What follows belongs to an exercise in optimizing a design on an open flow for small area, a short achievable clock period and few clock cycles per item; a production flow would make more cautious choices.
Function was checked by simulation only, so behaviour that the tests miss may differ from the original.
Power is estimated from default activity; no workload was simulated.

// lenet_top
module lenet_top
(
    input  logic               clk,
    input  logic               rst,
    input  logic               start,
    input  logic [graph_w-1:0] graph,
    input  logic               load_we,
    input  logic               load_bank,
    input  logic [addr_w-1:0]  load_addr,
    input  logic [data_w-1:0]  load_data,
    output logic [num_labels*data_w-1:0] result,
    output logic               done
);
    logic [num_groups-1:0]             grp_we;
    logic [num_groups-1:0][data_w-1:0] grp_data;
    logic [7:0]                        addr_lo, addr_hi;
    bank_switch u_load (
        .clk(clk), .load_we(load_we), .load_bank(load_bank),
        .load_addr(load_addr), .load_data(load_data),
        .grp_we(grp_we), .grp_data(grp_data), .addr_lo(addr_lo), .addr_hi(addr_hi)
    );
    logic [input_depth-1:0][data_w-1:0]  img;
    logic [weight_depth-1:0][data_w-1:0] wt;
    logic [num_groups*64-1:0][data_w-1:0] gmem;
    for (genvar g = 0; g < num_groups; g++)
    begin : g_ram
  ...
Settings: LEC_CHECK=0, CAP_MARGIN=20, CORE_MARGIN=2, CORE_UTILIZATION=40, CTS_CLUSTER_DIAMETER=100, CTS_CLUSTER_SIZE=20, SETUP_SLACK_MARGIN=4.2, SLEW_MARGIN=20; clock period 7.0 ns.
run.sh (not shown) runs the stock make flow with config.mk's settings and CLKGATE_MAP_FILE= SYNTH_SCRIPT=/design/flow/synth_recipe.tcl, a recipe that flattens the netlist after the stock synthesis.
The baseline finished clean.
Testbench counts at the start, summed over its fixed seeds: cycles 13,440, inferences 192.
==> next run, changes <==
Settings changed: SETUP_SLACK_MARGIN 4.2 to 4.3.
The changed run finished clean. Non-clock buffer count went up by 50. Fmax climbs slightly. Global-route usage barely changes. Register-to-register slack improved by 50 ps. Utilization grows by 0.29 points. Routed wire length hardly moves. Sequential cell count stays the same. Total power increases slightly.

* * *

Another version of the RTL of lenet_top (not shown whole).
Size in the first run: ~10000 cells after synthesis, ~4100 flip-flops, ~100 I/O pins, about 160000 sq um of cells after synthesis.
Design lenet_top, start of the top module:
module lenet_top
(
    input  logic               clk,
    input  logic               rst,
    input  logic               start,
    input  logic [graph_w-1:0] graph,
    input  logic               load_we,
    input  logic               load_bank,
    input  logic [addr_w-1:0]  load_addr,
    input  logic [data_w-1:0]  load_data,
    output logic [num_labels*data_w-1:0] result,
    output logic               done
);
Settings: LEC_CHECK=0, CAP_MARGIN=20, CORE_MARGIN=2, CORE_UTILIZATION=40, CTS_CLUSTER_DIAMETER=100, CTS_CLUSTER_SIZE=20, PLACE_DENSITY=0.75, SETUP_SLACK_MARGIN=4.4, SLEW_MARGIN=20; clock period 7.0 ns.
The baseline produced a clean layout.
Testbench counts at the start, summed over its fixed seeds: cycles 13,248, inferences 192.
Change:
- CTS_CLUSTER_DIAMETER: 100 -> 80
- CTS_CLUSTER_SIZE: 20 -> 25
- SETUP_SLACK_MARGIN: 4.4 -> 4.3
After rerunning: Power goes down by about 2%. Sequential cell count is unchanged. Core utilization goes down by 0.45 points. Critical path depth does not change. Worst setup slack is better by 0.039 ns. Synthesized area stays the same. Clock skew goes down by 0.0068 ns. Wire length goes up by 2.5%.
Change:
- CTS_CLUSTER_DIAMETER: 80 -> 100
- CTS_CLUSTER_SIZE: 25 -> 20
- PLACE_DENSITY: 0.75 -> unset
Register-to-register slack got worse by 0.13 ns.
Sequential power barely changes.
Via count drops by 0.55%.
Core utilization rose by 0.29 points.
Sequential share of layout area decreases by 0.42 points.
Worst hold slack hardly moves.
Power went up by 2.0%.

* * *

lane 1:
Another version of the RTL of lenet_top (not shown whole).
Size: ~10000 cells after synthesis, ~4200 flip-flops, ~100 I/O pins, about 160000 µm² of cells after synthesis.
Design lenet_top, start of the top module:
module lenet_top
(
    input  logic               clk,
    input  logic               rst,
    input  logic               start,
    input  logic [graph_w-1:0] graph,
    input  logic               load_we,
    input  logic               load_bank,
    input  logic [addr_w-1:0]  load_addr,
    input  logic [data_w-1:0]  load_data,
    output logic [num_labels*data_w-1:0] result,
    output logic               done
);
clock: 7.0 ns
lec_check: 0
cap_margin: 20
core_margin: 2
core_utilization: 40
cts_cluster_diameter: 100
cts_cluster_size: 20
setup_slack_margin: 4.15
slew_margin: 20
Lane 1 ran to completion and came out clean on the timing, design-rule and antenna checks.
Testbench counts of lane 1, summed over its fixed seeds: cycles 13,440, inferences 192.
[inputs] lane 2 vs lane 1
--- a/flow/config.mk
+++ b/flow/config.mk
@@ -12,3 +12,3 @@
 export CTS_CLUSTER_SIZE = 20
-export SETUP_SLACK_MARGIN = 4.15
+export SETUP_SLACK_MARGIN = 4.5
 export SLEW_MARGIN = 20
--- outcome ---
In lane 2, layout buffering overhead excluding clock cells is higher than in lane 1.
Summary — leakage power summed over all cells, lane 2 relative to lane 1: higher, by 5.3%.
Power share of the clock group, lane 2 and lane 1: higher on lane 1
Lane 2 against lane 1: largest clock skew in the final design higher; setup slack after layout lost 0.016 ns; depth of the critical timing path with buffers and inverters included lower; number of antenna violations at the first check in global routing moved up.

-- static timing again, ports no longer ideal --
No port has a modelled driver above. Below, the same layouts with a new extraction and two added sets of constraints.
Step 1 sets driving cells, clkbuf_16 on the clock port and buf_2 on the other inputs (assumed; they add their load-dependent delay and slew).
Step 2 adds t to the input delays and takes it off the output delays; t is the mean of the earliest and latest rising clock arrival at the registers after step 1. Input paths then give back, and output paths get back, about the clock's delay inside the block.
Three values: no drivers, after step 1, after step 2; two values: the first two.
| run | shift t [ns] | slack for setup (ns) | clock arrival spread, ns | worst slew at a driven data input, ns | pins driven straight from the clock port |
|---|---|---|---|---|---|
| the first run of note 1 | 1.069 | 3.968 / 3.968 / 3.056 | 0.121 / 0.121 | 0.27 | 1 |
| the second run of note 1 | 1.091 | 4.020 / 4.020 / 2.998 | 0.087 / 0.087 | 0.27 | 1 |
| the first run of note 2 | 1.072 | 4.060 / 3.974 / 3.309 | 0.141 / 0.140 | 0.23 | 1 |
| the second run of note 2 | 1.068 | 4.099 / 4.047 / 3.287 | 0.127 / 0.127 | 0.18 | 1 |
| the third run of note 2 | 1.099 | 3.964 / 3.964 / 3.199 | 0.120 / 0.120 | 0.24 | 1 |
| lane 1 | 1.058 | 4.074 / 3.986 / 3.009 | 0.121 / 0.121 | 0.34 | 1 |
| lane 2 | 1.091 | 4.058 / 3.940 / 3.082 | 0.135 / 0.135 | 0.32 | 1 |
After both steps every run listed still meets setup and hold. The setup slack of lane 1, which loses most, moves by -0.088 ns with the drivers and by -1.065 ns with both steps.
